Source: an optimization exercise on an open RTL-to-GDS flow (aim: small area, a short achievable clock period and few clock cycles per item). Production flows keep margins and buffers that such runs may drop.

==> inputs of run a <==
==> flow/design.v <==
package sha256_pkg;
  localparam int unsigned WordW   = 32;
  localparam int unsigned BlkWds  = 16;
  localparam int unsigned HashWds = 8;
  localparam logic VAR_SHA256 = 1'b0;
  localparam logic VAR_SHA224 = 1'b1;
  function automatic logic [31:0] ror(input logic [31:0] x, input int unsigned n);
    ror = (x >> n) | (x << (32 - n));
  endfunction
  function automatic logic [31:0] bsig0(input logic [31:0] x);
    bsig0 = ror(x, 2) ^ ror(x, 13) ^ ror(x, 22);
  endfunction
  function automatic logic [31:0] bsig1(input logic [31:0] x);
    bsig1 = ror(x, 6) ^ ror(x, 11) ^ ror(x, 25);
  endfunction
  function automatic logic [31:0] ssig0(input logic [31:0] x);
    ssig0 = ror(x, 7) ^ ror(x, 18) ^ (x >> 3);
  endfunction
  function automatic logic [31:0] ssig1(input logic [31:0] x);
    ssig1 = ror(x, 17) ^ ror(x, 19) ^ (x >> 10);
  endfunction
  function automatic logic [31:0] iv_word(input logic variant, input logic [2:0] i);
    logic [31:0] r;
    r = '0;
    if (variant == VAR_SHA224) begin
      case (i)
        3'd0: r = 32'hc1059ed8;
        3'd1: r = 32'h367cd507;
        3'd2: r = 32'h3070dd17;
        3'd3: r = 32'hf70e5939;
        3'd4: r = 32'hffc00b31;
        3'd5: r = 32'h68581511;
        3'd6: r = 32'h64f98fa7;
        default: r = 32'hbefa4fa4;
      endcase
    end else begin
      case (i)
        3'd0: r = 32'h6a09e667;
        3'd1: r = 32'hbb67ae85;
        3'd2: r = 32'h3c6ef372;
        3'd3: r = 32'ha54ff53a;
        3'd4: r = 32'h510e527f;
        3'd5: r = 32'h9b05688c;
        3'd6: r = 32'h1f83d9ab;
        default: r = 32'h5be0cd19;
      endcase
    end
    iv_word = r;
  endfunction
  function automatic logic [31:0] k_const(input logic [5:0] t);
    logic [31:0] r;
    case (t)
      6'd0: r = 32'h428a2f98;  6'd1: r = 32'h71374491;  6'd2: r = 32'hb5c0fbcf;
      6'd3: r = 32'he9b5dba5;  6'd4: r = 32'h3956c25b;  6'd5: r = 32'h59f111f1;
      6'd6: r = 32'h923f82a4;  6'd7: r = 32'hab1c5ed5;  6'd8: r = 32'hd807aa98;
      6'd9: r = 32'h12835b01;  6'd10: r = 32'h243185be; 6'd11: r = 32'h550c7dc3;
      6'd12: r = 32'h72be5d74; 6'd13: r = 32'h80deb1fe; 6'd14: r = 32'h9bdc06a7;
      6'd15: r = 32'hc19bf174; 6'd16: r = 32'he49b69c1; 6'd17: r = 32'hefbe4786;
      6'd18: r = 32'h0fc19dc6; 6'd19: r = 32'h240ca1cc; 6'd20: r = 32'h2de92c6f;
      6'd21: r = 32'h4a7484aa; 6'd22: r = 32'h5cb0a9dc; 6'd23: r = 32'h76f988da;
      6'd24: r = 32'h983e5152; 6'd25: r = 32'ha831c66d; 6'd26: r = 32'hb00327c8;
      6'd27: r = 32'hbf597fc7; 6'd28: r = 32'hc6e00bf3; 6'd29: r = 32'hd5a79147;
      6'd30: r = 32'h06ca6351; 6'd31: r = 32'h14292967; 6'd32: r = 32'h27b70a85;
      6'd33: r = 32'h2e1b2138; 6'd34: r = 32'h4d2c6dfc; 6'd35: r = 32'h53380d13;
      6'd36: r = 32'h650a7354; 6'd37: r = 32'h766a0abb; 6'd38: r = 32'h81c2c92e;
      6'd39: r = 32'h92722c85; 6'd40: r = 32'ha2bfe8a1; 6'd41: r = 32'ha81a664b;
      6'd42: r = 32'hc24b8b70; 6'd43: r = 32'hc76c51a3; 6'd44: r = 32'hd192e819;
      6'd45: r = 32'hd6990624; 6'd46: r = 32'hf40e3585; 6'd47: r = 32'h106aa070;
      6'd48: r = 32'h19a4c116; 6'd49: r = 32'h1e376c08; 6'd50: r = 32'h2748774c;
      6'd51: r = 32'h34b0bcb5; 6'd52: r = 32'h391c0cb3; 6'd53: r = 32'h4ed8aa4a;
      6'd54: r = 32'h5b9cca4f; 6'd55: r = 32'h682e6ff3; 6'd56: r = 32'h748f82ee;
      6'd57: r = 32'h78a5636f; 6'd58: r = 32'h84c87814; 6'd59: r = 32'h8cc70208;
      6'd60: r = 32'h90befffa; 6'd61: r = 32'ha4506ceb; 6'd62: r = 32'hbef9a3f7;
      default: r = 32'hc67178f2;
    endcase
    k_const = r;
  endfunction
endpackage
module sha256_core (
  input  logic        clk,
  input  logic        rst,
  input  logic        variant,
  input  logic        src_valid,
  input  logic [31:0] src_word,
  input  logic        src_len2,     
  output logic        want,         
  output logic        take,
  output logic        out_valid,
  input  logic        out_ready,
  output logic [31:0] out_word,
  output logic [2:0]  out_idx,
  output logic        out_last
);
  logic [15:0][31:0] w;
  logic [31:0] a, b, c, d, e, f, g, p;
  logic [3:0][31:0] ha, he;
  logic [5:0] r;
  logic       run, fin;
  logic       cur_first, cur_last;
  logic       have0;        
  logic [31:0] w_new, s1, s0, ch, mj, a_new, e_new, sum_a, sum_e, hsel_a, hsel_e;
  logic [31:0] px, p_new;
  logic        stall, adv, need, opt, start, new_first, fold, shift;
  logic [1:0]  fidx;
  always_comb begin
    need      = run && (r <= 6'd13);
    opt       = !have0 && (run ? (r >= 6'd62) : 1'b1);
    stall     = run && ((need && !src_valid) || (r == 6'd61 && out_valid));
    adv       = run && !stall;
    start     = !run && have0 && src_valid;
    new_first = !fin || cur_last;
    fold      = (adv && r >= 6'd61) || (fin && (cur_last || start));
    want      = need || opt || (!run && have0);
    take      = want && src_valid;
    shift     = take || (adv && r >= 6'd14 && r <= 6'd61);
  end
  assign w_new = sha256_pkg::ssig1(w[14]) + w[9] + sha256_pkg::ssig0(w[1]) + w[0];
  always_ff @(posedge clk) begin
    if (shift) begin
      for (int i = 0; i < 15; i++) w[i] <= w[i+1];
      w[15] <= take ? src_word : w_new;
    end
  end
  always_comb begin
    if (run) fidx = (r == 6'd61) ? 2'd3 : (r == 6'd62) ? 2'd2 : 2'd1;
    else     fidx = 2'd0;
    hsel_a = cur_first ? sha256_pkg::iv_word(variant, {1'b0, fidx}) : ha[3];
    hsel_e = cur_first ? sha256_pkg::iv_word(variant, {1'b1, fidx}) : he[3];
    sum_a  = hsel_a + a;
    sum_e  = hsel_e + e;
  end
  always_ff @(posedge clk) begin
    if (fold) begin
      ha <= {ha[2:0], sum_a};
      he <= {he[2:0], sum_e};
    end
  end
  always_comb begin
    s1    = sha256_pkg::bsig1(e);
    s0    = sha256_pkg::bsig0(a);
    ch    = (e & f) ^ (~e & g);
    mj    = (a & b) ^ (a & c) ^ (b & c);
    a_new = p + s1 + ch + s0 + mj;
    e_new = d + p + s1 + ch;
    px    = run ? g : (new_first ? sha256_pkg::iv_word(variant, 3'd7) : he[2]);
    p_new = px + sha256_pkg::k_const(r + 6'd1) + w[15];
  end
  always_ff @(posedge clk) begin
    if (adv) begin
      a <= a_new; b <= a; c <= b; d <= c;
      e <= e_new; f <= e; g <= f;
      p <= p_new;
    end else if (start) begin
      if (new_first) begin
        a <= sha256_pkg::iv_word(variant, 3'd0);
        b <= sha256_pkg::iv_word(variant, 3'd1);
        c <= sha256_pkg::iv_word(variant, 3'd2);
        d <= sha256_pkg::iv_word(variant, 3'd3);
        e <= sha256_pkg::iv_word(variant, 3'd4);
        f <= sha256_pkg::iv_word(variant, 3'd5);
        g <= sha256_pkg::iv_word(variant, 3'd6);
      end else begin
        a <= sum_a; b <= ha[0]; c <= ha[1]; d <= ha[2];
        e <= sum_e; f <= he[0]; g <= he[1];
      end
      p <= p_new;
    end
  end
  always_ff @(posedge clk) begin
    if (rst) begin
      run       <= 1'b0;
      fin       <= 1'b0;
      r         <= 6'd63;
      cur_first <= 1'b1;
      cur_last  <= 1'b0;
      have0     <= 1'b0;
    end else begin
      if (opt && src_valid) have0 <= 1'b1;
      else if (start) have0 <= 1'b0;
      if (adv) begin
        if (r == 6'd63) begin
          run <= 1'b0;
          fin <= 1'b1;
        end else begin
          r <= r + 6'd1;
        end
      end else if (start) begin
        run       <= 1'b1;
        fin       <= 1'b0;
        r         <= 6'd0;
        cur_first <= new_first;
        cur_last  <= 1'b0;
      end else if (fin && cur_last) begin
        fin <= 1'b0;
      end
      if (adv && need && src_len2) cur_last <= 1'b1;
    end
  end
  always_comb begin
    out_word = out_idx[2] ? he[out_idx[1:0]] : ha[out_idx[1:0]];
    out_last = (out_idx == ((variant == sha256_pkg::VAR_SHA224) ? 3'd6 : 3'd7));
  end
  always_ff @(posedge clk) begin
    if (rst) begin
      out_valid <= 1'b0;
      out_idx   <= '0;
    end else if (fin && cur_last) begin
      out_valid <= 1'b1;
      out_idx   <= '0;
    end else if (out_valid && out_ready) begin
      out_idx <= out_idx + 3'd1;
      if (out_last) out_valid <= 1'b0;
    end
  end
endmodule
module sha256_hash_engine_top (
  input  logic        clk,
  input  logic        rst,
  input  logic        cfg_valid,
  output logic        cfg_ready,
  input  logic        cfg_data,
  input  logic        s_axis_tvalid,
  output logic        s_axis_tready,
  input  logic [39:0] s_axis_tdata,    
  input  logic        s_axis_tlast,
  output logic        m_axis_tvalid,
  input  logic        m_axis_tready,
  output logic [39:0] m_axis_tdata,    
  output logic        m_axis_tlast
);
  localparam logic [1:0] S_DATA = 2'd0, S_P80 = 2'd1, S_ZERO = 2'd2, S_LEN2 = 2'd3;
  logic [1:0]  src_st;
  logic [3:0]  pos;         
  logic [58:0] words;       
  logic [1:0]  tail;        
  logic        variant;
  logic [2:0]  cnt;
  logic [31:0] in_word, pad_calc, gen_word, out_word;
  logic        gen_valid, fill;
  logic        buf_valid, buf_len2;
  logic [31:0] buf_word;
  logic [2:0]  out_idx;
  logic        want, take, out_valid, out_last;
  assign in_word = s_axis_tdata[31:0];
  assign cnt     = (s_axis_tdata[34:32] > 3'd4) ? 3'd4 : s_axis_tdata[34:32];
  always_comb begin
    case (cnt)
      3'd1:    pad_calc = {in_word[31:24], 24'h80_0000};
      3'd2:    pad_calc = {in_word[31:16], 16'h8000};
      3'd3:    pad_calc = {in_word[31:8], 8'h80};
      default: pad_calc = 32'h8000_0000;
    endcase
  end
  always_comb begin
    gen_valid = (src_st != S_DATA) || s_axis_tvalid;
    case (src_st)
      S_DATA:  gen_word = (!s_axis_tlast || cnt == 3'd4) ? in_word : pad_calc;
      S_P80:   gen_word = 32'h8000_0000;
      S_ZERO:  gen_word = (pos == 4'd14) ? words[58:27] : 32'd0;
      default: gen_word = {words[26:0], tail, 3'd0};
    endcase
  end
  assign fill = !buf_valid || take;
  always_ff @(posedge clk) begin
    if (rst) begin
      buf_valid <= 1'b0;
      src_st    <= S_DATA;
      pos       <= '0;
      words     <= '0;
      tail      <= '0;
      variant   <= sha256_pkg::VAR_SHA256;
    end else begin
      if (cfg_valid) variant <= cfg_data;
      if (fill) buf_valid <= gen_valid;
      if (fill && gen_valid) begin
        pos <= pos + 4'd1;
        case (src_st)
          S_DATA: begin
            if (!s_axis_tlast || cnt == 3'd4) words <= words + 59'd1;
            if (s_axis_tlast) begin
              tail   <= cnt[1:0];
              src_st <= (cnt == 3'd4) ? S_P80 : S_ZERO;
            end
          end
          S_P80:  src_st <= S_ZERO;
          S_ZERO: if (pos == 4'd14) src_st <= S_LEN2;
          default: begin
            src_st <= S_DATA;
            words  <= '0;
            tail   <= '0;
          end
        endcase
      end
    end
  end
  always_ff @(posedge clk) begin
    if (fill) begin
      buf_word <= gen_word;
      buf_len2 <= (src_st == S_LEN2);
    end
  end
  always_comb begin
    cfg_ready     = 1'b1;
    s_axis_tready = fill && (src_st == S_DATA);
    m_axis_tvalid = out_valid;
    m_axis_tdata  = {5'd0, out_idx, out_word};
    m_axis_tlast  = out_last;
  end
  sha256_core u_core (
    .clk       (clk),
    .rst       (rst),
    .variant   (variant),
    .src_valid (buf_valid),
    .src_word  (buf_word),
    .src_len2  (buf_len2),
    .want      (want),
    .take      (take),
    .out_valid (out_valid),
    .out_ready (m_axis_tready),
    .out_word  (out_word),
    .out_idx   (out_idx),
    .out_last  (out_last)
  );
endmodule
==> flow/run.sh <==
#!/bin/bash
# synth_recipe.tcl (not shown) runs the flow's synth.tcl, then flattens the netlist and writes it again
# the make line also repeats each setting of config.mk as NAME=value (left out here)
make -C /OpenROAD-flow-scripts/flow DESIGN_CONFIG=/design/flow/config.mk WORK_HOME=/design/flow/orfs CLKGATE_MAP_FILE= SYNTH_SCRIPT=/design/flow/synth_recipe.tcl finish
==> flow/config.mk <==
export PLATFORM = sky130hd
export DESIGN_NAME = sha256_hash_engine_top
export DESIGN_NICKNAME = sha256_hash_engine_top
export VERILOG_FILES = /design/flow/design.v
export SDC_FILE = /design/flow/constraint.sdc
export NUM_CORES = 4
export LEC_CHECK = 0
export CAP_MARGIN = 20
export CORE_MARGIN = 2
export CORE_UTILIZATION = 40
export SETUP_SLACK_MARGIN = 3.0
export SLEW_MARGIN = 20
export TNS_END_PERCENT = 100
==> flow/constraint.sdc <==
create_clock -name core_clock -period 8.5 [get_ports {clk}]
set_input_delay 1.7000 -clock core_clock [delete_from_list [all_inputs] [get_ports {clk}]]
set_output_delay 1.7000 -clock core_clock [all_outputs]
set_load 0.01 [all_outputs]
==> run b: changes against run a <==
--- a/flow/design.v
+++ b/flow/design.v
@@ -20,4 +20,28 @@
     ssig1 = ror(x, 17) ^ ror(x, 19) ^ (x >> 10);
   endfunction
+  function automatic logic [31:0] csa_s(input logic [31:0] x, input logic [31:0] y,
+                                        input logic [31:0] z);
+    csa_s = x ^ y ^ z;
+  endfunction
+  function automatic logic [31:0] csa_c(input logic [31:0] x, input logic [31:0] y,
+                                        input logic [31:0] z);
+    logic [31:0] m;
+    m = (x & y) | (x & z) | (y & z);
+    csa_c = {m[30:0], 1'b0};
+  endfunction
+  function automatic logic [31:0] add_ks(input logic [31:0] x, input logic [31:0] y);
+    logic [31:0] gg, pp, g2, p2;
+    gg = x & y;
+    pp = x ^ y;
+    for (int l = 1; l < 32; l = l * 2) begin
+      g2 = gg; p2 = pp;
+      for (int i = l; i < 32; i++) begin
+        g2[i] = gg[i] | (pp[i] & gg[i-l]);
+        p2[i] = pp[i] & pp[i-l];
+      end
+      gg = g2; pp = p2;
+    end
+    add_ks = x ^ y ^ {gg[30:0], 1'b0};
+  endfunction
   function automatic logic [31:0] iv_word(input logic variant, input logic [2:0] i);
     logic [31:0] r;
@@ -99,19 +123,25 @@
   logic       cur_first, cur_last;
   logic       have0;        
+  logic       f_need, f_comp, f_61, f_62, f_63;
+  logic [5:0] r_next;
   logic [31:0] w_new, s1, s0, ch, mj, a_new, e_new, sum_a, sum_e, hsel_a, hsel_e;
   logic [31:0] px, p_new;
+  logic [31:0] t1s, t1c, e1s, e1c, a1s, a1c, a2s, a2c;
   logic        stall, adv, need, opt, start, new_first, fold, shift;
   logic [1:0]  fidx;
   always_comb begin
-    need      = run && (r <= 6'd13);
-    opt       = !have0 && (run ? (r >= 6'd62) : 1'b1);
-    stall     = run && ((need && !src_valid) || (r == 6'd61 && out_valid));
+    need      = run && f_need;
+    opt       = !have0 && (run ? (f_62 || f_63) : 1'b1);
+    stall     = run && ((need && !src_valid) || (f_61 && out_valid));
     adv       = run && !stall;
     start     = !run && have0 && src_valid;
     new_first = !fin || cur_last;
-    fold      = (adv && r >= 6'd61) || (fin && (cur_last || start));
+    fold      = (adv && (f_61 || f_62 || f_63)) || (fin && (cur_last || start));
     want      = need || opt || (!run && have0);
     take      = want && src_valid;
-    shift     = take || (adv && r >= 6'd14 && r <= 6'd61);
+    shift     = take || (adv && f_comp);
+    if (adv) r_next = f_63 ? r : r + 6'd1;
+    else if (start) r_next = 6'd0;
+    else r_next = r;
   end
   assign w_new = sha256_pkg::ssig1(w[14]) + w[9] + sha256_pkg::ssig0(w[1]) + w[0];
@@ -123,6 +153,5 @@
   end
   always_comb begin
-    if (run) fidx = (r == 6'd61) ? 2'd3 : (r == 6'd62) ? 2'd2 : 2'd1;
-    else     fidx = 2'd0;
+    fidx = {f_61 || f_62, f_61 || (run && f_63)};
     hsel_a = cur_first ? sha256_pkg::iv_word(variant, {1'b0, fidx}) : ha[3];
     hsel_e = cur_first ? sha256_pkg::iv_word(variant, {1'b1, fidx}) : he[3];
@@ -141,6 +170,14 @@
     ch    = (e & f) ^ (~e & g);
     mj    = (a & b) ^ (a & c) ^ (b & c);
-    a_new = p + s1 + ch + s0 + mj;
-    e_new = d + p + s1 + ch;
+    t1s   = sha256_pkg::csa_s(p, ch, s1);
+    t1c   = sha256_pkg::csa_c(p, ch, s1);
+    e1s   = sha256_pkg::csa_s(t1s, t1c, d);
+    e1c   = sha256_pkg::csa_c(t1s, t1c, d);
+    a1s   = sha256_pkg::csa_s(t1s, t1c, mj);
+    a1c   = sha256_pkg::csa_c(t1s, t1c, mj);
+    a2s   = sha256_pkg::csa_s(a1s, a1c, s0);
+    a2c   = sha256_pkg::csa_c(a1s, a1c, s0);
+    a_new = sha256_pkg::add_ks(a2s, a2c);
+    e_new = sha256_pkg::add_ks(e1s, e1c);
     px    = run ? g : (new_first ? sha256_pkg::iv_word(variant, 3'd7) : he[2]);
     p_new = px + sha256_pkg::k_const(r + 6'd1) + w[15];
@@ -172,21 +209,29 @@
       fin       <= 1'b0;
       r         <= 6'd63;
+      f_need    <= 1'b0;
+      f_comp    <= 1'b0;
+      f_61      <= 1'b0;
+      f_62      <= 1'b0;
+      f_63      <= 1'b1;
       cur_first <= 1'b1;
       cur_last  <= 1'b0;
       have0     <= 1'b0;
     end else begin
+      r      <= r_next;
+      f_need <= (r_next <= 6'd13);
+      f_comp <= (r_next >= 6'd14) && (r_next <= 6'd61);
+      f_61   <= (r_next == 6'd61);
+      f_62   <= (r_next == 6'd62);
+      f_63   <= (r_next == 6'd63);
       if (opt && src_valid) have0 <= 1'b1;
       else if (start) have0 <= 1'b0;
       if (adv) begin
-        if (r == 6'd63) begin
+        if (f_63) begin
           run <= 1'b0;
           fin <= 1'b1;
-        end else begin
-          r <= r + 6'd1;
         end
       end else if (start) begin
         run       <= 1'b1;
         fin       <= 1'b0;
-        r         <= 6'd0;
         cur_first <= new_first;
         cur_last  <= 1'b0;
@@ -237,7 +282,5 @@
   logic [2:0]  cnt;
   logic [31:0] in_word, pad_calc, gen_word, out_word;
-  logic        gen_valid, fill;
-  logic        buf_valid, buf_len2;
-  logic [31:0] buf_word;
+  logic        gen_valid;
   logic [2:0]  out_idx;
   logic        want, take, out_valid, out_last;
@@ -261,8 +304,6 @@
     endcase
   end
-  assign fill = !buf_valid || take;
   always_ff @(posedge clk) begin
     if (rst) begin
-      buf_valid <= 1'b0;
       src_st    <= S_DATA;
       pos       <= '0;
@@ -272,6 +313,5 @@
     end else begin
       if (cfg_valid) variant <= cfg_data;
-      if (fill) buf_valid <= gen_valid;
-      if (fill && gen_valid) begin
+      if (take) begin
         pos <= pos + 4'd1;
         case (src_st)
@@ -294,13 +334,7 @@
     end
   end
-  always_ff @(posedge clk) begin
-    if (fill) begin
-      buf_word <= gen_word;
-      buf_len2 <= (src_st == S_LEN2);
-    end
-  end
   always_comb begin
     cfg_ready     = 1'b1;
-    s_axis_tready = fill && (src_st == S_DATA);
+    s_axis_tready = want && (src_st == S_DATA);
     m_axis_tvalid = out_valid;
     m_axis_tdata  = {5'd0, out_idx, out_word};
@@ -311,7 +345,7 @@
     .rst       (rst),
     .variant   (variant),
-    .src_valid (buf_valid),
-    .src_word  (buf_word),
-    .src_len2  (buf_len2),
+    .src_valid (gen_valid),
+    .src_word  (gen_word),
+    .src_len2  (src_st == S_LEN2),
     .want      (want),
     .take      (take),
- CTS_BUF_LIST: not set -> sky130_fd_sc_hd__clkbuf_4 sky130_fd_sc_hd__clkbuf_8
==> notes.md <==
- Run b finished clean. Run a completed without violations.
- Between run a and run b, the lower worst setup slack is in run a (gap 0.12 ns).
- Against run b, the wire length of run a is higher by 3.6%.
- Between run a and run b, the lower count of clock-buffer cells in the layout is in run a (gap 111).
- Between run b and run a, the lower cell count is in run b (gap 3.8%, measured against run a).
- In run a the synthesized area is larger than in run b, by about 3.7%.
- Between run a and run b, the lower core utilization is in run b (gap 0.19 points).
- Synthesized cell count: run a is higher than run b (4.1%).
No functional check of the RTL was part of any run of this note.

## what the ideal ports hide
No port has a modelled driver above. Below, the same layouts with a new extraction and two added sets of constraints.
Step 1, drivers: a clkbuf_16 drives clk and a buf_2 each remaining input, both assumed.
Step 2 adds t to the input delays and takes it off the output delays; t is the mean of the earliest and latest rising clock arrival at the registers after step 1. Input paths then give back, and output paths get back, about the clock's delay inside the block.
Slacks: ideal ports / drivers / drivers and shift; pairs: ideal ports / drivers.
run | t, ns | slack for setup (ns) | worst setup path after step 2 | cell pins on the clock port's net
run a | 0.851 | 2.944 / 2.944 / 2.944 | register to register | 1
run b | 1.018 | 3.068 / 3.068 / 3.068 | register to register | 1
After both steps every run listed still meets setup and hold.
